From an optimization exercise on the open Yosys and OpenROAD flow, aimed at small area; shortcuts taken in it are not production practice. Function was not checked in any run shown here: the RTL went through the layout flow alone. Power figures rest on the tool's default switching activity, not on a simulated workload.

==> design.v <==
`timescale 1ns/1ps
module random_map_writer (
    input  logic        clk,
    input  logic        rst,
    input  logic        start,
    input  logic [15:0] seed,
    input  logic [4:0]  density,
    input  logic [4:0]  rd_x,
    input  logic [4:0]  rd_y,
    output logic        rd_occ,
    output logic        busy,
    output logic        done,
    output logic [9:0]  occ_count
);
    logic [9:0]  idx;
    logic [15:0] lfsr;
    logic [4:0]  dcur, dprev;
    logic        start_accept, cell_bit, row_start, seed_zero;
    logic [15:0] cp0;
    logic [15:0] cp1;
    logic [15:0] cp2;
    logic [15:0] cp3;
    logic [15:0] cp4;
    logic [15:0] cp5;
    logic [15:0] pend;   
    assign start_accept = !busy && !done && start;
    assign cell_bit     = dcur[4] || (lfsr[3:0] < dcur[3:0]);
    assign row_start    = (idx[4:0] == 5'd0) && (idx[6:5] == '0);
    assign seed_zero    = (seed == 16'h0000);
    always_ff @(posedge clk) begin
        if (rst) begin
            busy      <= 1'b0;
            done      <= 1'b0;
            idx       <= '0;
            dcur      <= '0;
            dprev     <= '0;
            occ_count <= '0;
        end else if (start_accept) begin
            busy      <= 1'b1;
            idx       <= '0;
            dprev     <= dcur;
            dcur      <= (density > 5'd16) ? 5'd16 : density;
            occ_count <= '0;
        end else if (busy) begin
            idx       <= idx + 1'b1;
            occ_count <= occ_count + 10'(cell_bit);
            if (idx == 10'd767) begin
                busy <= 1'b0;
                done <= 1'b1;
            end
        end else begin
            done <= 1'b0;
        end
    end
    always_ff @(posedge clk) begin
        if (busy)
            lfsr <= {lfsr[14:0], lfsr[15] ^ lfsr[13] ^ lfsr[12] ^ lfsr[10]};
        else
            lfsr <= seed | (seed_zero ? 16'hACE1 : 16'h0000);
    end
    logic [4:0] prow;
    logic [9:0] idxm1;
    assign idxm1 = idx - 1'b1;
    assign prow  = idxm1[9:5] / 5'd4;
    always_ff @(posedge clk) begin
        if (busy && row_start)
            pend <= lfsr;
        if ((busy && row_start) || done) begin
            case (prow)
                0: cp0 <= pend;
                1: cp1 <= pend;
                2: cp2 <= pend;
                3: cp3 <= pend;
                4: cp4 <= pend;
                5: cp5 <= pend;
                default: ;
            endcase
        end
    end
    logic [9:0]  k;
    logic        valid, cur, use_pend;
    logic [4:0]  rrow, ohi;
    logic [15:0] base;
    assign k        = {rd_y, rd_x};
    assign valid    = !(rd_y[4] && rd_y[3]);
    assign cur      = k < idx;
    assign rrow     = rd_y / 5'd4;
    assign ohi      = rd_y % 5'd4;
    assign use_pend = cur && (rrow == prow);
    always_comb begin
        case (rrow)
            0: base = cp0;
            1: base = cp1;
            2: base = cp2;
            3: base = cp3;
            4: base = cp4;
            5: base = cp5;
            default: base = cp5;
        endcase
        if (use_pend) base = pend;
    end
    logic [15:0] v0;
    logic [15:0] v0_j64;
    logic [21:0] v0_t64;
    xor2_cell u_x0 (.a(base[4]), .b(base[5]), .y(v0_t64[0]));
    xor2_cell u_x1 (.a(base[6]), .b(base[7]), .y(v0_t64[1]));
    xor2_cell u_x2 (.a(base[0]), .b(base[13]), .y(v0_t64[2]));
    xor2_cell u_x3 (.a(base[3]), .b(base[8]), .y(v0_t64[3]));
    xor2_cell u_x4 (.a(base[1]), .b(base[2]), .y(v0_t64[4]));
    xor2_cell u_x5 (.a(base[10]), .b(base[14]), .y(v0_t64[5]));
    xor2_cell u_x6 (.a(base[9]), .b(base[11]), .y(v0_t64[6]));
    xor2_cell u_x7 (.a(base[15]), .b(v0_t64[1]), .y(v0_t64[7]));
    xor2_cell u_x8 (.a(base[1]), .b(v0_t64[0]), .y(v0_t64[8]));
    xor2_cell u_x9 (.a(base[6]), .b(base[12]), .y(v0_t64[9]));
    xor2_cell u_x10 (.a(v0_t64[2]), .b(v0_t64[3]), .y(v0_t64[10]));
    xor2_cell u_x11 (.a(base[2]), .b(base[5]), .y(v0_t64[11]));
    xor2_cell u_x12 (.a(base[3]), .b(base[10]), .y(v0_t64[12]));
    xor2_cell u_x13 (.a(base[3]), .b(v0_t64[4]), .y(v0_t64[13]));
    xor2_cell u_x14 (.a(base[7]), .b(base[15]), .y(v0_t64[14]));
    xor2_cell u_x15 (.a(base[8]), .b(base[9]), .y(v0_t64[15]));
    xor2_cell u_x16 (.a(base[15]), .b(v0_t64[8]), .y(v0_t64[16]));
    xor2_cell u_x17 (.a(v0_t64[2]), .b(v0_t64[4]), .y(v0_t64[17]));
    xor2_cell u_x18 (.a(v0_t64[3]), .b(v0_t64[7]), .y(v0_t64[18]));
    xor2_cell u_x19 (.a(v0_t64[5]), .b(v0_t64[7]), .y(v0_t64[19]));
    xor2_cell u_x20 (.a(v0_t64[5]), .b(v0_t64[9]), .y(v0_t64[20]));
    xor2_cell u_x21 (.a(v0_t64[6]), .b(v0_t64[10]), .y(v0_t64[21]));
    logic [15:0] v0_t64_o;
    logic v0_t64_r0;
    xor2_cell u_x22 (.a(v0_t64[12]), .b(v0_t64[2]), .y(v0_t64_r0));
    xor2_cell u_x23 (.a(v0_t64_r0), .b(v0_t64[16]), .y(v0_t64_o[0]));
    logic v0_t64_r1;
    xor2_cell u_x24 (.a(base[6]), .b(v0_t64[0]), .y(v0_t64_r1));
    xor2_cell u_x25 (.a(v0_t64[17]), .b(v0_t64_r1), .y(v0_t64_o[1]));
    logic v0_t64_r2;
    xor2_cell u_x26 (.a(base[14]), .b(base[5]), .y(v0_t64_r2));
    logic v0_t64_r3;
    xor2_cell u_x27 (.a(v0_t64[1]), .b(v0_t64_r2), .y(v0_t64_r3));
    xor2_cell u_x28 (.a(v0_t64[13]), .b(v0_t64_r3), .y(v0_t64_o[2]));
    logic v0_t64_r4;
    xor2_cell u_x29 (.a(base[2]), .b(base[4]), .y(v0_t64_r4));
    xor2_cell u_x30 (.a(v0_t64_r4), .b(v0_t64[18]), .y(v0_t64_o[3]));
    logic v0_t64_r5;
    xor2_cell u_x31 (.a(base[14]), .b(base[7]), .y(v0_t64_r5));
    logic v0_t64_r6;
    xor2_cell u_x32 (.a(v0_t64[0]), .b(v0_t64_r5), .y(v0_t64_r6));
    xor2_cell u_x33 (.a(v0_t64_r6), .b(v0_t64[21]), .y(v0_t64_o[4]));
    logic v0_t64_r7;
    xor2_cell u_x34 (.a(v0_t64[15]), .b(v0_t64[20]), .y(v0_t64_r7));
    xor2_cell u_x35 (.a(v0_t64[16]), .b(v0_t64_r7), .y(v0_t64_o[5]));
    logic v0_t64_r8;
    xor2_cell u_x36 (.a(base[0]), .b(base[9]), .y(v0_t64_r8));
    logic v0_t64_r9;
    xor2_cell u_x37 (.a(v0_t64[11]), .b(v0_t64_r8), .y(v0_t64_r9));
    xor2_cell u_x38 (.a(v0_t64_r9), .b(v0_t64[19]), .y(v0_t64_o[6]));
    logic v0_t64_r10;
    xor2_cell u_x39 (.a(base[1]), .b(v0_t64[10]), .y(v0_t64_r10));
    xor2_cell u_x40 (.a(v0_t64[19]), .b(v0_t64_r10), .y(v0_t64_o[7]));
    logic v0_t64_r11;
    xor2_cell u_x41 (.a(base[4]), .b(v0_t64[14]), .y(v0_t64_r11));
    logic v0_t64_r12;
    xor2_cell u_x42 (.a(v0_t64[15]), .b(v0_t64[17]), .y(v0_t64_r12));
    xor2_cell u_x43 (.a(v0_t64_r11), .b(v0_t64_r12), .y(v0_t64_o[8]));
    logic v0_t64_r13;
    xor2_cell u_x44 (.a(base[10]), .b(base[5]), .y(v0_t64_r13));
    logic v0_t64_r14;
    xor2_cell u_x45 (.a(v0_t64[4]), .b(v0_t64_r13), .y(v0_t64_r14));
    xor2_cell u_x46 (.a(v0_t64_r14), .b(v0_t64[21]), .y(v0_t64_o[9]));
    logic v0_t64_r15;
    xor2_cell u_x47 (.a(base[4]), .b(v0_t64[6]), .y(v0_t64_r15));
    logic v0_t64_r16;
    xor2_cell u_x48 (.a(v0_t64[13]), .b(v0_t64[20]), .y(v0_t64_r16));
    xor2_cell u_x49 (.a(v0_t64_r15), .b(v0_t64_r16), .y(v0_t64_o[10]));
    logic v0_t64_r17;
    xor2_cell u_x50 (.a(base[11]), .b(base[12]), .y(v0_t64_r17));
    logic v0_t64_r18;
    xor2_cell u_x51 (.a(base[13]), .b(base[2]), .y(v0_t64_r18));
    logic v0_t64_r19;
    xor2_cell u_x52 (.a(v0_t64[0]), .b(v0_t64[12]), .y(v0_t64_r19));
    logic v0_t64_r20;
    xor2_cell u_x53 (.a(v0_t64[14]), .b(v0_t64_r17), .y(v0_t64_r20));
    logic v0_t64_r21;
    xor2_cell u_x54 (.a(v0_t64_r18), .b(v0_t64_r19), .y(v0_t64_r21));
    xor2_cell u_x55 (.a(v0_t64_r20), .b(v0_t64_r21), .y(v0_t64_o[11]));
    logic v0_t64_r22;
    xor2_cell u_x56 (.a(base[0]), .b(v0_t64[0]), .y(v0_t64_r22));
    logic v0_t64_r23;
    xor2_cell u_x57 (.a(v0_t64[3]), .b(v0_t64[9]), .y(v0_t64_r23));
    xor2_cell u_x58 (.a(v0_t64_r22), .b(v0_t64_r23), .y(v0_t64_o[12]));
    logic v0_t64_r24;
    xor2_cell u_x59 (.a(base[13]), .b(base[9]), .y(v0_t64_r24));
    logic v0_t64_r25;
    xor2_cell u_x60 (.a(v0_t64[1]), .b(v0_t64_r24), .y(v0_t64_r25));
    xor2_cell u_x61 (.a(v0_t64[8]), .b(v0_t64_r25), .y(v0_t64_o[13]));
    logic v0_t64_r26;
    xor2_cell u_x62 (.a(base[8]), .b(v0_t64[11]), .y(v0_t64_r26));
    logic v0_t64_r27;
    xor2_cell u_x63 (.a(v0_t64[1]), .b(v0_t64[5]), .y(v0_t64_r27));
    xor2_cell u_x64 (.a(v0_t64_r26), .b(v0_t64_r27), .y(v0_t64_o[14]));
    xor2_cell u_x65 (.a(v0_t64[6]), .b(v0_t64[18]), .y(v0_t64_o[15]));
    assign v0_j64[0] = v0_t64_o[0];
    assign v0_j64[1] = v0_t64_o[1];
    assign v0_j64[2] = v0_t64_o[2];
    assign v0_j64[3] = v0_t64_o[3];
    assign v0_j64[4] = v0_t64_o[4];
    assign v0_j64[5] = v0_t64_o[5];
    assign v0_j64[6] = v0_t64_o[6];
    assign v0_j64[7] = v0_t64_o[7];
    assign v0_j64[8] = v0_t64_o[8];
    assign v0_j64[9] = v0_t64_o[9];
    assign v0_j64[10] = v0_t64_o[10];
    assign v0_j64[11] = v0_t64_o[11];
    assign v0_j64[12] = v0_t64_o[12];
    assign v0_j64[13] = v0_t64_o[13];
    assign v0_j64[14] = v0_t64_o[14];
    assign v0_j64[15] = v0_t64_o[15];
    always_comb begin
        case ({ohi[1]})
            1'd0: v0 = base;
            1'd1: v0 = v0_j64;
            default: v0 = base;
        endcase
    end
    logic [15:0] v1;
    logic [15:0] v1_j32;
    logic [16:0] v1_t32;
    xor2_cell u_x66 (.a(v0[9]), .b(v0[12]), .y(v1_t32[0]));
    xor2_cell u_x67 (.a(v0[8]), .b(v0[11]), .y(v1_t32[1]));
    xor2_cell u_x68 (.a(v0[5]), .b(v0[10]), .y(v1_t32[2]));
    xor2_cell u_x69 (.a(v0[2]), .b(v0[6]), .y(v1_t32[3]));
    xor2_cell u_x70 (.a(v0[3]), .b(v0[7]), .y(v1_t32[4]));
    xor2_cell u_x71 (.a(v0[4]), .b(v1_t32[0]), .y(v1_t32[5]));
    xor2_cell u_x72 (.a(v0[1]), .b(v0[13]), .y(v1_t32[6]));
    xor2_cell u_x73 (.a(v0[14]), .b(v1_t32[1]), .y(v1_t32[7]));
    xor2_cell u_x74 (.a(v0[0]), .b(v0[6]), .y(v1_t32[8]));
    xor2_cell u_x75 (.a(v0[0]), .b(v0[7]), .y(v1_t32[9]));
    xor2_cell u_x76 (.a(v0[1]), .b(v0[5]), .y(v1_t32[10]));
    xor2_cell u_x77 (.a(v0[4]), .b(v0[10]), .y(v1_t32[11]));
    xor2_cell u_x78 (.a(v0[6]), .b(v0[15]), .y(v1_t32[12]));
    xor2_cell u_x79 (.a(v1_t32[0]), .b(v1_t32[2]), .y(v1_t32[13]));
    xor2_cell u_x80 (.a(v1_t32[1]), .b(v1_t32[4]), .y(v1_t32[14]));
    xor2_cell u_x81 (.a(v1_t32[2]), .b(v1_t32[3]), .y(v1_t32[15]));
    xor2_cell u_x82 (.a(v1_t32[5]), .b(v1_t32[7]), .y(v1_t32[16]));
    logic [15:0] v1_t32_o;
    logic v1_t32_r0;
    xor2_cell u_x83 (.a(v0[3]), .b(v0[8]), .y(v1_t32_r0));
    logic v1_t32_r1;
    xor2_cell u_x84 (.a(v1_t32[10]), .b(v1_t32[8]), .y(v1_t32_r1));
    logic v1_t32_r2;
    xor2_cell u_x85 (.a(v1_t32_r0), .b(v1_t32[5]), .y(v1_t32_r2));
    xor2_cell u_x86 (.a(v1_t32_r1), .b(v1_t32_r2), .y(v1_t32_o[0]));
    logic v1_t32_r3;
    xor2_cell u_x87 (.a(v0[4]), .b(v0[7]), .y(v1_t32_r3));
    logic v1_t32_r4;
    xor2_cell u_x88 (.a(v0[9]), .b(v1_t32[6]), .y(v1_t32_r4));
    logic v1_t32_r5;
    xor2_cell u_x89 (.a(v1_t32_r3), .b(v1_t32[15]), .y(v1_t32_r5));
    xor2_cell u_x90 (.a(v1_t32_r4), .b(v1_t32_r5), .y(v1_t32_o[1]));
    logic v1_t32_r6;
    xor2_cell u_x91 (.a(v1_t32[4]), .b(v1_t32[15]), .y(v1_t32_r6));
    xor2_cell u_x92 (.a(v1_t32[7]), .b(v1_t32_r6), .y(v1_t32_o[2]));
    logic v1_t32_r7;
    xor2_cell u_x93 (.a(v1_t32[12]), .b(v1_t32[14]), .y(v1_t32_r7));
    xor2_cell u_x94 (.a(v1_t32[5]), .b(v1_t32_r7), .y(v1_t32_o[3]));
    logic v1_t32_r8;
    xor2_cell u_x95 (.a(v1_t32[2]), .b(v1_t32[9]), .y(v1_t32_r8));
    xor2_cell u_x96 (.a(v1_t32_r8), .b(v1_t32[16]), .y(v1_t32_o[4]));
    logic v1_t32_r9;
    xor2_cell u_x97 (.a(v1_t32[12]), .b(v1_t32[1]), .y(v1_t32_r9));
    logic v1_t32_r10;
    xor2_cell u_x98 (.a(v1_t32[6]), .b(v1_t32[13]), .y(v1_t32_r10));
    xor2_cell u_x99 (.a(v1_t32_r9), .b(v1_t32_r10), .y(v1_t32_o[5]));
    logic v1_t32_r11;
    xor2_cell u_x100 (.a(v0[10]), .b(v1_t32[0]), .y(v1_t32_r11));
    logic v1_t32_r12;
    xor2_cell u_x101 (.a(v1_t32[3]), .b(v1_t32[9]), .y(v1_t32_r12));
    xor2_cell u_x102 (.a(v1_t32_r11), .b(v1_t32_r12), .y(v1_t32_o[6]));
    logic v1_t32_r13;
    xor2_cell u_x103 (.a(v0[10]), .b(v1_t32[6]), .y(v1_t32_r13));
    xor2_cell u_x104 (.a(v1_t32[14]), .b(v1_t32_r13), .y(v1_t32_o[7]));
    xor2_cell u_x105 (.a(v0[2]), .b(v1_t32[16]), .y(v1_t32_o[8]));
    logic v1_t32_r14;
    xor2_cell u_x106 (.a(v0[13]), .b(v0[15]), .y(v1_t32_r14));
    logic v1_t32_r15;
    xor2_cell u_x107 (.a(v0[3]), .b(v1_t32_r14), .y(v1_t32_r15));
    xor2_cell u_x108 (.a(v1_t32[13]), .b(v1_t32_r15), .y(v1_t32_o[9]));
    xor2_cell u_x109 (.a(v1_t32[11]), .b(v1_t32[8]), .y(v1_t32_o[10]));
    logic v1_t32_r16;
    xor2_cell u_x110 (.a(v0[11]), .b(v0[7]), .y(v1_t32_r16));
    xor2_cell u_x111 (.a(v1_t32[10]), .b(v1_t32_r16), .y(v1_t32_o[11]));
    logic v1_t32_r17;
    xor2_cell u_x112 (.a(v0[12]), .b(v0[8]), .y(v1_t32_r17));
    xor2_cell u_x113 (.a(v1_t32[3]), .b(v1_t32_r17), .y(v1_t32_o[12]));
    logic v1_t32_r18;
    xor2_cell u_x114 (.a(v0[13]), .b(v0[9]), .y(v1_t32_r18));
    xor2_cell u_x115 (.a(v1_t32[4]), .b(v1_t32_r18), .y(v1_t32_o[13]));
    logic v1_t32_r19;
    xor2_cell u_x116 (.a(v0[14]), .b(v0[8]), .y(v1_t32_r19));
    xor2_cell u_x117 (.a(v1_t32[11]), .b(v1_t32_r19), .y(v1_t32_o[14]));
    logic v1_t32_r20;
    xor2_cell u_x118 (.a(v0[11]), .b(v0[15]), .y(v1_t32_r20));
    logic v1_t32_r21;
    xor2_cell u_x119 (.a(v0[5]), .b(v0[9]), .y(v1_t32_r21));
    xor2_cell u_x120 (.a(v1_t32_r20), .b(v1_t32_r21), .y(v1_t32_o[15]));
    assign v1_j32[0] = v1_t32_o[0];
    assign v1_j32[1] = v1_t32_o[1];
    assign v1_j32[2] = v1_t32_o[2];
    assign v1_j32[3] = v1_t32_o[3];
    assign v1_j32[4] = v1_t32_o[4];
    assign v1_j32[5] = v1_t32_o[5];
    assign v1_j32[6] = v1_t32_o[6];
    assign v1_j32[7] = v1_t32_o[7];
    assign v1_j32[8] = v1_t32_o[8];
    assign v1_j32[9] = v1_t32_o[9];
    assign v1_j32[10] = v1_t32_o[10];
    assign v1_j32[11] = v1_t32_o[11];
    assign v1_j32[12] = v1_t32_o[12];
    assign v1_j32[13] = v1_t32_o[13];
    assign v1_j32[14] = v1_t32_o[14];
    assign v1_j32[15] = v1_t32_o[15];
    always_comb begin
        case ({ohi[0]})
            1'd0: v1 = v0;
            1'd1: v1 = v1_j32;
            default: v1 = v0;
        endcase
    end
    logic [15:0] pv;
    logic [4:0]  pohi, px;
    logic        psel, pen;
    always_ff @(posedge clk) begin
        pv   <= v1;
        pohi <= ohi;
        px   <= rd_x;
        psel <= cur && !start_accept;
        pen  <= valid && !rst;
    end
    logic [34:0] wv;   
    logic [21:0] wv_t;
    xor2_cell u_x121 (.a(pv[8]), .b(pv[11]), .y(wv_t[0]));
    xor2_cell u_x122 (.a(pv[9]), .b(pv[12]), .y(wv_t[1]));
    xor2_cell u_x123 (.a(pv[10]), .b(pv[13]), .y(wv_t[2]));
    xor2_cell u_x124 (.a(pv[5]), .b(pv[7]), .y(wv_t[3]));
    xor2_cell u_x125 (.a(pv[4]), .b(pv[6]), .y(wv_t[4]));
    xor2_cell u_x126 (.a(pv[1]), .b(wv_t[2]), .y(wv_t[5]));
    xor2_cell u_x127 (.a(pv[11]), .b(pv[14]), .y(wv_t[6]));
    xor2_cell u_x128 (.a(pv[12]), .b(pv[15]), .y(wv_t[7]));
    xor2_cell u_x129 (.a(wv_t[0]), .b(wv_t[1]), .y(wv_t[8]));
    xor2_cell u_x130 (.a(pv[0]), .b(pv[2]), .y(wv_t[9]));
    xor2_cell u_x131 (.a(pv[2]), .b(pv[4]), .y(wv_t[10]));
    xor2_cell u_x132 (.a(pv[3]), .b(pv[5]), .y(wv_t[11]));
    xor2_cell u_x133 (.a(pv[3]), .b(pv[7]), .y(wv_t[12]));
    xor2_cell u_x134 (.a(pv[10]), .b(pv[14]), .y(wv_t[13]));
    xor2_cell u_x135 (.a(pv[0]), .b(wv_t[6]), .y(wv_t[14]));
    xor2_cell u_x136 (.a(pv[1]), .b(pv[3]), .y(wv_t[15]));
    xor2_cell u_x137 (.a(pv[2]), .b(pv[6]), .y(wv_t[16]));
    xor2_cell u_x138 (.a(pv[4]), .b(wv_t[13]), .y(wv_t[17]));
    xor2_cell u_x139 (.a(pv[5]), .b(pv[15]), .y(wv_t[18]));
    xor2_cell u_x140 (.a(pv[7]), .b(pv[10]), .y(wv_t[19]));
    xor2_cell u_x141 (.a(pv[9]), .b(wv_t[4]), .y(wv_t[20]));
    xor2_cell u_x142 (.a(wv_t[1]), .b(wv_t[19]), .y(wv_t[21]));
    logic [30:0] wv_t_o;
    xor2_cell u_x143 (.a(wv_t[2]), .b(wv_t[7]), .y(wv_t_o[0]));
    xor2_cell u_x144 (.a(wv_t[1]), .b(wv_t[6]), .y(wv_t_o[1]));
    xor2_cell u_x145 (.a(wv_t[0]), .b(wv_t[2]), .y(wv_t_o[2]));
    assign wv_t_o[3] = wv_t[21];
    logic wv_t_r0;
    xor2_cell u_x146 (.a(pv[6]), .b(pv[9]), .y(wv_t_r0));
    xor2_cell u_x147 (.a(wv_t[0]), .b(wv_t_r0), .y(wv_t_o[4]));
    logic wv_t_r1;
    xor2_cell u_x148 (.a(pv[10]), .b(pv[8]), .y(wv_t_r1));
    xor2_cell u_x149 (.a(wv_t[3]), .b(wv_t_r1), .y(wv_t_o[5]));
    xor2_cell u_x150 (.a(pv[7]), .b(wv_t[20]), .y(wv_t_o[6]));
    logic wv_t_r2;
    xor2_cell u_x151 (.a(pv[6]), .b(pv[8]), .y(wv_t_r2));
    xor2_cell u_x152 (.a(wv_t[11]), .b(wv_t_r2), .y(wv_t_o[7]));
    xor2_cell u_x153 (.a(wv_t[10]), .b(wv_t[3]), .y(wv_t_o[8]));
    xor2_cell u_x154 (.a(wv_t[15]), .b(wv_t[4]), .y(wv_t_o[9]));
    xor2_cell u_x155 (.a(wv_t[11]), .b(wv_t[9]), .y(wv_t_o[10]));
    logic wv_t_r3;
    xor2_cell u_x156 (.a(wv_t[10]), .b(wv_t[7]), .y(wv_t_r3));
    xor2_cell u_x157 (.a(wv_t[5]), .b(wv_t_r3), .y(wv_t_o[11]));
    logic wv_t_r4;
    xor2_cell u_x158 (.a(wv_t[15]), .b(wv_t[1]), .y(wv_t_r4));
    xor2_cell u_x159 (.a(wv_t[14]), .b(wv_t_r4), .y(wv_t_o[12]));
    logic wv_t_r5;
    xor2_cell u_x160 (.a(wv_t[0]), .b(wv_t[7]), .y(wv_t_r5));
    xor2_cell u_x161 (.a(wv_t[9]), .b(wv_t_r5), .y(wv_t_o[13]));
    logic wv_t_r6;
    xor2_cell u_x162 (.a(pv[13]), .b(pv[1]), .y(wv_t_r6));
    logic wv_t_r7;
    xor2_cell u_x163 (.a(pv[7]), .b(wv_t[6]), .y(wv_t_r7));
    logic wv_t_r8;
    xor2_cell u_x164 (.a(wv_t[7]), .b(wv_t_r6), .y(wv_t_r8));
    xor2_cell u_x165 (.a(wv_t_r7), .b(wv_t_r8), .y(wv_t_o[14]));
    logic wv_t_r9;
    xor2_cell u_x166 (.a(pv[12]), .b(pv[6]), .y(wv_t_r9));
    logic wv_t_r10;
    xor2_cell u_x167 (.a(wv_t[2]), .b(wv_t_r9), .y(wv_t_r10));
    xor2_cell u_x168 (.a(wv_t[14]), .b(wv_t_r10), .y(wv_t_o[15]));
    logic wv_t_r11;
    xor2_cell u_x169 (.a(pv[11]), .b(pv[9]), .y(wv_t_r11));
    xor2_cell u_x170 (.a(wv_t[18]), .b(wv_t_r11), .y(wv_t_o[16]));
    xor2_cell u_x171 (.a(pv[8]), .b(wv_t[17]), .y(wv_t_o[17]));
    logic wv_t_r12;
    xor2_cell u_x172 (.a(pv[13]), .b(pv[9]), .y(wv_t_r12));
    xor2_cell u_x173 (.a(wv_t[12]), .b(wv_t_r12), .y(wv_t_o[18]));
    logic wv_t_r13;
    xor2_cell u_x174 (.a(pv[12]), .b(pv[8]), .y(wv_t_r13));
    xor2_cell u_x175 (.a(wv_t[16]), .b(wv_t_r13), .y(wv_t_o[19]));
    logic wv_t_r14;
    xor2_cell u_x176 (.a(pv[11]), .b(pv[1]), .y(wv_t_r14));
    xor2_cell u_x177 (.a(wv_t[3]), .b(wv_t_r14), .y(wv_t_o[20]));
    logic wv_t_r15;
    xor2_cell u_x178 (.a(pv[0]), .b(pv[10]), .y(wv_t_r15));
    xor2_cell u_x179 (.a(wv_t[4]), .b(wv_t_r15), .y(wv_t_o[21]));
    logic wv_t_r16;
    xor2_cell u_x180 (.a(pv[15]), .b(wv_t[11]), .y(wv_t_r16));
    logic wv_t_r17;
    xor2_cell u_x181 (.a(wv_t[1]), .b(wv_t[2]), .y(wv_t_r17));
    xor2_cell u_x182 (.a(wv_t_r16), .b(wv_t_r17), .y(wv_t_o[22]));
    logic wv_t_r18;
    xor2_cell u_x183 (.a(pv[14]), .b(wv_t[10]), .y(wv_t_r18));
    xor2_cell u_x184 (.a(wv_t[8]), .b(wv_t_r18), .y(wv_t_o[23]));
    logic wv_t_r19;
    xor2_cell u_x185 (.a(wv_t[0]), .b(wv_t[12]), .y(wv_t_r19));
    xor2_cell u_x186 (.a(wv_t[5]), .b(wv_t_r19), .y(wv_t_o[24]));
    logic wv_t_r20;
    xor2_cell u_x187 (.a(pv[6]), .b(wv_t[9]), .y(wv_t_r20));
    xor2_cell u_x188 (.a(wv_t[21]), .b(wv_t_r20), .y(wv_t_o[25]));
    logic wv_t_r21;
    xor2_cell u_x189 (.a(pv[6]), .b(wv_t[18]), .y(wv_t_r21));
    logic wv_t_r22;
    xor2_cell u_x190 (.a(wv_t[5]), .b(wv_t[8]), .y(wv_t_r22));
    xor2_cell u_x191 (.a(wv_t_r21), .b(wv_t_r22), .y(wv_t_o[26]));
    logic wv_t_r23;
    xor2_cell u_x192 (.a(pv[0]), .b(wv_t[3]), .y(wv_t_r23));
    logic wv_t_r24;
    xor2_cell u_x193 (.a(wv_t[17]), .b(wv_t[8]), .y(wv_t_r24));
    xor2_cell u_x194 (.a(wv_t_r23), .b(wv_t_r24), .y(wv_t_o[27]));
    logic wv_t_r25;
    xor2_cell u_x195 (.a(pv[15]), .b(wv_t[12]), .y(wv_t_r25));
    logic wv_t_r26;
    xor2_cell u_x196 (.a(wv_t[4]), .b(wv_t[8]), .y(wv_t_r26));
    xor2_cell u_x197 (.a(wv_t_r25), .b(wv_t_r26), .y(wv_t_o[28]));
    logic wv_t_r27;
    xor2_cell u_x198 (.a(pv[3]), .b(wv_t[0]), .y(wv_t_r27));
    logic wv_t_r28;
    xor2_cell u_x199 (.a(wv_t[13]), .b(wv_t[16]), .y(wv_t_r28));
    logic wv_t_r29;
    xor2_cell u_x200 (.a(wv_t[3]), .b(wv_t_r27), .y(wv_t_r29));
    xor2_cell u_x201 (.a(wv_t_r28), .b(wv_t_r29), .y(wv_t_o[29]));
    logic wv_t_r30;
    xor2_cell u_x202 (.a(pv[2]), .b(wv_t[3]), .y(wv_t_r30));
    logic wv_t_r31;
    xor2_cell u_x203 (.a(wv_t[20]), .b(wv_t[5]), .y(wv_t_r31));
    xor2_cell u_x204 (.a(wv_t_r30), .b(wv_t_r31), .y(wv_t_o[30]));
    assign wv[0] = pv[3];
    assign wv[1] = pv[2];
    assign wv[2] = pv[1];
    assign wv[3] = pv[0];
    assign wv[4] = wv_t_o[0];
    assign wv[5] = wv_t_o[1];
    assign wv[6] = wv_t_o[2];
    assign wv[7] = wv_t_o[3];
    assign wv[8] = wv_t_o[4];
    assign wv[9] = wv_t_o[5];
    assign wv[10] = wv_t_o[6];
    assign wv[11] = wv_t_o[7];
    assign wv[12] = wv_t_o[8];
    assign wv[13] = wv_t_o[9];
    assign wv[14] = wv_t_o[10];
    assign wv[15] = wv_t_o[11];
    assign wv[16] = wv_t_o[12];
    assign wv[17] = wv_t_o[13];
    assign wv[18] = wv_t_o[14];
    assign wv[19] = wv_t_o[15];
    assign wv[20] = wv_t_o[16];
    assign wv[21] = wv_t_o[17];
    assign wv[22] = wv_t_o[18];
    assign wv[23] = wv_t_o[19];
    assign wv[24] = wv_t_o[20];
    assign wv[25] = wv_t_o[21];
    assign wv[26] = wv_t_o[22];
    assign wv[27] = wv_t_o[23];
    assign wv[28] = wv_t_o[24];
    assign wv[29] = wv_t_o[25];
    assign wv[30] = wv_t_o[26];
    assign wv[31] = wv_t_o[27];
    assign wv[32] = wv_t_o[28];
    assign wv[33] = wv_t_o[29];
    assign wv[34] = wv_t_o[30];
    logic [34:0] ws;
    assign ws = wv >> px;
    logic [3:0] nib;
    assign nib = {ws[0], ws[1], ws[2], ws[3]};
    logic [4:0] pd;
    assign pd = psel ? dcur : dprev;
    logic [3:0] lt;
    assign lt[0] = pd[0] & ~nib[0];
    assign lt[1] = pd[1] ? (~nib[1] | lt[0]) : (~nib[1] & lt[0]);
    assign lt[2] = pd[2] ? (~nib[2] | lt[1]) : (~nib[2] & lt[1]);
    assign lt[3] = pd[3] ? (~nib[3] | lt[2]) : (~nib[3] & lt[2]);
    assign rd_occ = pen && (pd[4] || lt[3]);
endmodule
module xor2_cell (
    input  logic a,
    input  logic b,
    output logic y
);
    assign y = a ^ b;
endmodule
==> run.sh <==
#!/bin/bash
# synth_recipe.tcl (not shown) runs the flow's synth.tcl, then flattens the netlist and writes it again
# the make line also repeats each setting of config.mk as NAME=value (left out here)
make -C /OpenROAD-flow-scripts/flow DESIGN_CONFIG=/design/flow/config.mk WORK_HOME=/design/flow/orfs CLKGATE_MAP_FILE= SYNTH_SCRIPT=/design/flow/synth_recipe.tcl finish
==> config.mk <==
export PLATFORM = sky130hd
export DESIGN_NAME = random_map_writer
export DESIGN_NICKNAME = random_map_writer
export VERILOG_FILES = /design/flow/design.v
export SDC_FILE = /design/flow/constraint.sdc
export NUM_CORES = 4
export LEC_CHECK = 0
export CAP_MARGIN = 20
export CORE_MARGIN = 2
export CORE_UTILIZATION = 40
export CTS_BUF_LIST = sky130_fd_sc_hd__clkbuf_4 sky130_fd_sc_hd__clkbuf_8
export CTS_CLUSTER_DIAMETER = 120
export CTS_CLUSTER_SIZE = 40
export GPL_TIMING_DRIVEN = 0
export SLEW_MARGIN = 20
export SYNTH_HIERARCHICAL = 1
export SYNTH_MINIMUM_KEEP_SIZE = 0
==> constraint.sdc <==
create_clock -name core_clock -period 5.0 [get_ports {clk}]
set_input_delay 1.0000 -clock core_clock [delete_from_list [all_inputs] [get_ports {clk}]]
set_output_delay 1.0000 -clock core_clock [all_outputs]
set_load 0.01 [all_outputs]
==> notes.md, run 1 <==
- Fin Hold WS: 0.438 ns
- Largest net degree at the start of global routing: 20
- Sw Share: 44.8%
- YS warnings: 7
- Placer Congestion: 0.861
- Fin Clk Skew: 0.0255 ns
- Routed length per instance: 18.0 um
- Antenna Cells: 0
- Grt total ovfl: 0
- P_leak: 5.18 nW
- Drt total wl: 26.0 mm
- Syn_nets: 989
- Endpoints failing setup: 1
- Vias per cell: 5.22
- Pwr/cell area: 728 nW/um2
- Initial drt markers: 341
- Crit path kind: primary input to register
- Largest buffer count on any clock path: 2
- Total power: 10.2 mW
- Flops & latches, synth: 183
- Final worst path period share: 101%
- Internal: 5.65 mW
- Placed insts: 1326
- Worst slew pin tran: 0.897 ns
- Layout area overhead: 30.9%
- Num Clock Sinks: 183
- Fmax: 199 MHz
- Path type of the worst min-delay path: register to register
- CTS tree: built
- Crit. End Element: register
- DRT Pass-1 Iters: 4
- Synth top area cells: edfxtp_1 (31%), xor2_1 (18%), dfxtp_1 (13%), mux2i_1 (4.8%), mux4_2 (4.6%)
- Register share of total power: 19.5%
- Layout Cells excl Fill: 1445
- Post-DRT Antenna Nets: 0
- Post-synth EDFFs: 112
- Ys flop type: edfxtp_1
- Tot GR Track Use: 19.0%
- Die Height: 168 um
- Max cap viols: 0
- Clock buffer count from CTS: 17
- Residual DRC: 0
- Setup ws final: -0.0281 ns
- Post-synthesis cell count: 939
- Distinct cells, synth: 50
- Mapped Avg Cell Area: 11.4 um2
- Sequential area share after synthesis: 44.6%
- Row count: 59
- Relative slew slack: 40.2%
- Post-synth ARST share: 0%
- Combinational power share: 70.1%
- Buffers added on ports: 46
- Die area: 28200 um2
- Vias in the first global route: 7812
- Initial antenna violation count: 0
- Commonest non-fill, non-tap cell in the layout: xor2_1
- Top Ports: 47
- Unrepaired setup endpoints after global routing: true
- CP Max Fanout: 6
- CP required: 5.34 ns
- Status: finished with violations
- Core footprint: 26200 um2
- CTS H-tree depth: 4
- Pre-CTS setup slack: -1.83 ns
- Post-Syn Area: 10700 um2
- Initial Util: 41.0%
- Psw: 4.58 mW
- Total number of vias: 7549
- Clock Latency Late Sink: 0.47 ns
- Hold buffer count at cts: 0
- SO Faults: setup timing
- Share of cells above drive strength 1: 32.5%
- Clk pwr share: 10.4%
- Die width: 168 um
- Clock Pin Slew Worst Setup and Hold Paths: 0.10 ns
- Pins Over Slew Limit: 0
- Worst EP arrival: 5.37 ns
- Global-route wire length before repair: 42.3 mm
- Largest area contributor in the netlist: edfxtp_1
- Final Hold Vio Count: 0
- CTS Root Cell: clkbuf_8
- Final min period: 5.03 ns
- Top cell type's share of synthesized area: 31.3%
- Worst Setup Start Kind: primary input
- FILL cells: 2199
- VDD IR max: 0.382 mV
- HPWL after detailed placement: 19.0 mm
- Commonest cells after routing, fill and taps aside: xor2_1 (163), edfxtp_1 (112), buf_4 (89)
- Total Nets Final: 1147
==> metal layers <==
| layer | part of all wire (%) | wire (um) | global-route usage (%) | vias to the layer above |
|---|---|---|---|---|
| met2 | 50 | 12900 | 32.3 | 189 |
| met4 | 1.6 | 426 | 5.82 | 0 |
| li1 | - | - | - | 3644 |
| met1 | 45 | 11700 | 25.4 | 3688 |
| met3 | 4.0 | 1040 | 2.77 | 28 |
| met5 | 0 | 0 | 0 | - |
==> area by class of cell <==
class	count	area [um2]	share of cell area (%)
well taps	335	419	2.98
flip-flops and latches	183	4820	34.3
plain buffers	46	256	1.83
clock buffers	19	255	1.82
inverters	72	292	2.08
repair buffers	141	1180	8.41
multi-input cells	636	6640	47.3
clock inverters	13	184	1.31
==> flip-flops by register name (all words and copies together), names as in the netlist, 5 cells and up <==
signal     cells
cp0           16
cp1           16
cp2           16
cp3           16
cp4           16
cp5           16
lfsr          16
pend          16
pv            16
idx           10
occ_count     10
dcur           5
dprev          5
px             5
==> critical path: stages <==
cell      delay, ns
clkbuf_4       0.15
ha_4           0.22
a211oi_2       0.19
o21ai_2        0.10
a221oi_2       0.26
buf_4          0.16
o211ai_4       0.08
buf_12         0.16
buf_8          0.12
buf_6          0.11
mux2i_4        0.21
inv_4          0.10
xor2_2         0.22
xor2_1         0.19
xor2_1         0.23
xor2_1         0.22
inv_1          0.10
mux2i_4        0.24
xor2_4         0.29
xor2_4         0.21
xor2_2         0.20
xor2_1         0.18
inv_1          0.09
a221oi_2       0.31
==> synth_stat cells, types with 5 or more instances <==
cell      count
nand4_1       9
mux4_1        7
xnor2_1      15
nor3b_1      20
inv_1        71
nor3_1        7
o21ai_0      12
a221oi_1     17
nand3b_1      5
mux4_2       22
buf_2         7
xor2_1      215
edfxtp_1    112
o221ai_1     15
o21a_1       15
ha_1         16
dfxtp_1      71
nor2_1       45
mux2i_1      51
nand2_1      27
and3_1        6
buf_1         8
nand2b_1      6
a21oi_1      29
a22oi_1      30
nor4_1        7
and2_1        5
mux2_2       24
clkbuf_1     28
==> power by group through the flow <==
stage / sequential [mW] / combinational [mW] / clock (mW)
floorplan: 1.90 / 4.25 / 0
global placement: 1.96 / 5.56 / 0
detailed placement: 1.96 / 5.53 / 0
CTS: 2.00 / 6.72 / 1.09
global route: 2.02 / 7.73 / 1.15
finish: 2.00 / 7.17 / 1.06
==> logic make-up (layout without fill, tap and decap cells) <==
kind of cell	Yosys count	count (layout)	synth area share, %
XOR/XNOR	230	230	18.8
flip-flops	183	183	44.6
AND/OR/NAND/NOR	150	150	7.33
AO/OA/AOI/OAI	134	134	9.04
buffers and inverters	120	291	4.59
multiplexers	104	104	13.6
adder cells (fa/ha/maj)	18	18	2.08
==> Yosys stat by module, one instance, submodules excluded <==
| module | flip-flops and latches | area, um2 | cells | copies in the design |
|---|---|---|---|---|
| xor2_cell | 0 | 8.76 | 1 | 205 |
| random_map_writer | 183 | 8940 | 734 | 1 |
==> timing repair <==
item | 4_1_cts | 5_1_grt
pin swaps | 51 | 44
cloned | 1 | 0
setup buffers | 69 | 20
gates resized for setup | 166 | 52
setup endpoints to repair | 17 | 17
==> per-stage QoR <==
step / util (%) / TNS, ns / area, um2
detailed placement: 45.9 / -24.13 / 12000
global placement: 45.6 / -23.71 / 12000
finish: 53.6 / -0.0281 / 14000
global route: 53.6 / -1.95 / 14000
floorplan: - / -0.0204 / 11100
CTS: 52.4 / 0 / 13700
==> path summary, 6_finish.rpt <==
path,from,to,slack (ns),cells past startpoint
worst max-delay path,rd_y[0],pv[4]$_DFF_P_,-0.03,24
worst min-delay path,lfsr[11]$_DFF_P_,pend[11]$_DFFE_PP_,0.44,0
worst max register to register,idx[7]$_SDFFE_PP0P_,pv[4]$_DFF_P_,0.07,24
worst min register to register,lfsr[11]$_DFF_P_,pend[11]$_DFFE_PP_,0.44,0
==> run 2: changes to the inputs <==
--- a/design.v
+++ b/design.v
@@ -87,5 +87,6 @@
     assign rrow     = rd_y / 5'd4;
     assign ohi      = rd_y % 5'd4;
-    assign use_pend = cur && (rrow == prow);
+    assign use_pend = (rrow == prow) &&
+                      ((idx[6:0] == '0) || ({ohi[1:0], rd_x} < idx[6:0]));
     always_comb begin
         case (rrow)
@@ -498,7 +499,7 @@
     logic [3:0] lt;
     assign lt[0] = pd[0] & ~nib[0];
-    assign lt[1] = pd[1] ? (~nib[1] | lt[0]) : (~nib[1] & lt[0]);
-    assign lt[2] = pd[2] ? (~nib[2] | lt[1]) : (~nib[2] & lt[1]);
-    assign lt[3] = pd[3] ? (~nib[3] | lt[2]) : (~nib[3] & lt[2]);
+    lt_step u_lt1 (.d(pd[1]), .n(nib[1]), .l(lt[0]), .y(lt[1]));
+    lt_step u_lt2 (.d(pd[2]), .n(nib[2]), .l(lt[1]), .y(lt[2]));
+    lt_step u_lt3 (.d(pd[3]), .n(nib[3]), .l(lt[2]), .y(lt[3]));
     assign rd_occ = pen && (pd[4] || lt[3]);
 endmodule
@@ -510,2 +511,10 @@
     assign y = a ^ b;
 endmodule
+module lt_step (
+    input  logic d,
+    input  logic n,
+    input  logic l,
+    output logic y
+);
+    assign y = d ? (~n | l) : (~n & l);
+endmodule
==> flow/run.sh (new file) <==
#!/bin/bash
# The standard layout, with one change: every port still gets its own
# buffer, but a plain buf_2 instead of the delay buffer that buffer_ports
# picks by default (that cell adds about 0.5 ns to each input and output path).
set -euo pipefail
export BUFFER_PORTS_ARGS="-buffer_cell sky130_fd_sc_hd__buf_2"
bash standard.sh > standard.log 2>&1
==> standard.sh (new file) <==
#!/bin/bash
# synth_recipe.tcl (not shown) runs the flow's synth.tcl, then flattens the netlist and writes it again
# the make line also repeats each setting of config.mk as NAME=value (left out here)
make -C /OpenROAD-flow-scripts/flow DESIGN_CONFIG=/design/flow/config.mk WORK_HOME=/design/flow/orfs CLKGATE_MAP_FILE= SYNTH_SCRIPT=/design/flow/synth_recipe.tcl "${@:-finish}"
removed: run.sh
==> run 2 against run 1 <==
Effect of this change: the layout still fails its checks (setup timing); synthesized cell count grew 4.0%; cell area shrank 2.8%; non-clock buffer count shrank 7; register-to-register slack lost 0.11 ns; global-route usage grew 0.056 points; via count grew 2.3%; highest routed layer unchanged.
==> notes.md, run 2 <==
- Placer Congestion: 0.874
- Initial drt markers: 415
- CTS H-tree depth: 4
- Total power: 9.65 mW
- Vias per cell: 5.23
- Initial antenna violation count: 0
- Residual DRC: 0
- Core footprint: 26100 um2
- CTS tree: built
- Unrepaired setup endpoints after global routing: true
- Sequential area share after synthesis: 45.0%
- Buffers added on ports: 46
- Top cell type's share of synthesized area: 31.7%
- Post-DRT Antenna Nets: 0
- Die Height: 167 um
- Routed length per instance: 18.4 um
- Met1 Wirelength: 12.4 mm
- Final min period: 5.05 ns
- Distinct cells, synth: 51
- Final worst path period share: 101%
- Combinational power share: 69.5%
- P_leak: 5.15 nW
- Crit path kind: primary input to register
- Die area: 27900 um2
- Pre-CTS setup slack: -1.55 ns
- Clock Latency Late Sink: 0.46 ns
- Register share of total power: 20.7%
- Fin Clk Skew: 0.0158 ns
- Clock buffer count from CTS: 17
- Tot GR Track Use: 19.1%
- Most frequent cell after synthesis: xor2_1
- Largest delay share family, worst path: XOR/XNOR gates
- Clk pwr share: 9.8%
- Clock Pin Slew Worst Setup and Hold Paths: 0.09 ns
- Post-synth top cells: xor2_1 (215), edfxtp_1 (112), a21oi_1 (90)
- DRT Pass-1 Iters: 4
- Top Ports: 47
- Max cap viols: 0
- Endpoints failing setup: 4
- Fin Hold WS: 0.439 ns
- Path type of the worst min-delay path: register to register
- Pins Over Slew Limit: 0
- FILL cells: 2264
- Post-synth ARST share: 0%
- Vias in the first global route: 7542
- Status: finished with violations
- Post-Syn Area: 10600 um2
- Critical-path cell list: buf_8 > ha_4 > a2111oi_4 > a21oi_2 > a2111oi_4 > buf_6 > buf_12 > mux2i_4 > inv_4 > xor2_4 > xor2_4 > xor2_1 > xor2_1 > nor2_1 > a21oi_4 > xor2_4 > xor2_4 > xor2_1 > xor2_1 > a21oi_1 > a21oi_1
- CP max stage delay: 0.37 ns
- Mapped Avg Cell Area: 10.9 um2
- Setup ws final: -0.0547 ns
- Ys flop type: edfxtp_1
- Row count: 59
- Syn_nets: 1027
- Commonest non-fill, non-tap cell in the layout: xor2_1
- CTS Root Cell: clkbuf_8
- Synth top area cells: edfxtp_1 (32%), xor2_1 (18%), dfxtp_1 (13%), mux2i_1 (6.1%), mux4_2 (4.9%)
- Initial Util: 40.8%
- Grt total ovfl: 0
- Relative slew slack: 44.5%
- Crit-path slowest cell: a2111oi_4
- Final Core Density: 52.4%
- Internal: 5.25 mW
- Crit. End Element: register
- Largest area contributor in the netlist: edfxtp_1
- Critical path buffer and inverter count: 4
- Final Hold Vio Count: 0
- Post-synthesis cell count: 977
- Die width: 167 um
- Worst slew pin tran: 0.832 ns
- Max Used Layer: met4
- Fmax: 198 MHz
- Largest buffer count on any clock path: 2
- Layout area overhead: 28.5%
- Pwr/cell area: 707 nW/um2
- CP Max Fanout: 5
- YS warnings: 7
- VDD IR max: 0.567 mV
- Flops & latches, synth: 183
- Post-synth EDFFs: 112
- SO Faults: setup timing
- Share of cells above drive strength 1: 32.8%
- Met2 wirelength from detailed routing: 13.4 mm
- Commonest cells after routing, fill and taps aside: xor2_1 (160), edfxtp_1 (112), nor2_1 (78), a21oi_1 (78), buf_4 (76)
- Drt total wl: 27.2 mm
- Num Clock Sinks: 183
- CP required: 5.39 ns
- Total Nets Final: 1181
- Worst Setup Start Kind: primary input
- Worst EP arrival: 5.44 ns
- Sw Share: 45.6%
- Antenna Cells: 0
- Met3 routed WL: 924 um
- Psw: 4.40 mW
- Largest net degree at the start of global routing: 19
- Global-route wire length before repair: 41.9 mm
- Hold buffer count at cts: 0
- Total number of vias: 7724
- HPWL after detailed placement: 19.2 mm
run 2: cell count changes after synthesis, moves of 14 or more:
cell	change
mux2i_1	+14
nor3b_1	-19
a221oi_1	-16
o221ai_1	-14
nand2_1	+15
a21oi_1	+61
a22o_1	+15
inv_1	-24
nor2_1	+37
o21ai_0	+14
a22oi_1	-22
run 2: logic make-up after synthesis:
group / share of synthesized area [%]
xor gates and xnor gates: 19.0
DFF: 45.0
AOI/OAI and AO/OA: 9.48
muxes: 13.3
buffers and inverters: 3.35
and+or+nand+nor: 7.55
adders and majority gates: 2.20
run 2: what timing repair did:
action                                  CTS  global route
resized for setup                        94            97
gates cloned                              0             1
pin swaps                                21            61
endpoints found under the setup margin   17            14
setup buffers                            38            46
run 2: worst paths after layout:
kind | to | cells after the start | slack [ns] | start
worst max-delay path | pv[3]$_DFF_P_ | 21 | -0.05 | rd_x[4]
worst min-delay path | pend[11]$_DFFE_PP_ | 0 | 0.44 | lfsr[11]$_DFF_P_
worst min register to register | pend[11]$_DFFE_PP_ | 0 | 0.44 | lfsr[11]$_DFF_P_
worst max register to register | pv[3]$_DFF_P_ | 22 | -0.04 | idx[5]$_SDFFE_PP0P_
run 2: layout make-up:
type                            instances  area [um2]  area share, %
Multi-Input combinational cell        702        6650           48.7
Inverter                               47         194           1.42
Clock inverter                         12         118          0.862
Timing Repair Buffer                  137        1000           7.34
Tap cell                              335         419           3.07
Buffer                                 43         198           1.45
Sequential cell                       183        4820           35.3
Clock buffer                           19         249           1.82
run 2: power groups by stage:
stage,sequential (mW),combinational [mW],clock [mW]
3_5_place_dp,1.96,5.16,0
5_1_grt,2.02,7.19,1.02
3_3_place_gp,1.96,5.19,0
2_1_floorplan,1.89,4.01,0
6_report,2.00,6.70,0.943
4_1_cts,1.98,5.78,0.963
run 2: metrics by stage:
step | setup TNS (ns) | cells | area (um2)
3_5_place_dp | -19.14 | 1364 | 11600
6_report | -0.139 | 1478 | 13700
2_1_floorplan | -1.18 | 977 | 10800
4_1_cts | -0.0390 | 1433 | 12800
5_1_grt | -1.94 | 1478 | 13700
3_3_place_gp | -19.29 | 1358 | 11500
run 2: modules after synthesis, one instance, submodules excluded:
| module | cell area, um2 | cells | flops+latches | times used |
|---|---|---|---|---|
| xor2_cell | 8.76 | 1 | 0 | 205 |
| random_map_writer | 8780 | 766 | 183 | 1 |
| lt_step | 15.0 | 2 | 0 | 3 |
run 2: per-layer routing:
metal | GRT usage, % | up-vias
li1 | - | 3707
met1 | 26.6 | 3823
met2 | 31.4 | 162
met3 | 2.54 | 32
met4 | 5.28 | 0
met5 | 0 | -

[port drivers added, routing unchanged]
The flow's constraints put no driver on any port. The routed layouts listed below were extracted and timed again, unchanged, in two steps.
Step 1 (the two cells are an assumption about what drives the block):
set clk [get_ports {clk}]
set_driving_cell -lib_cell sky130_fd_sc_hd__clkbuf_16 $clk
set_driving_cell -lib_cell sky130_fd_sc_hd__buf_2 [delete_from_list [all_inputs] $clk]
Step 2, shift: input delay + t, output delay - t, t = (earliest + latest rising clock arrival at the registers) / 2. This alone moves slack from input paths to output paths.
a / b / c = no drivers / after step 1 / after step 2; a / b = the first two.
run	t, ns	setup slack, ns	worst setup path at the end	latest minus earliest clock arrival (ns)	cell pins on the clock port's net
run 1	0.500	-0.028 / -0.017 / -0.517	input to register	0.026 / 0.026	1
run 2	0.495	-0.055 / -0.064 / -0.559	input to register	0.017 / 0.017	1
For run 2, which loses most, drivers alone change the setup slack by -0.009 ns; drivers and shift together by -0.504 ns.
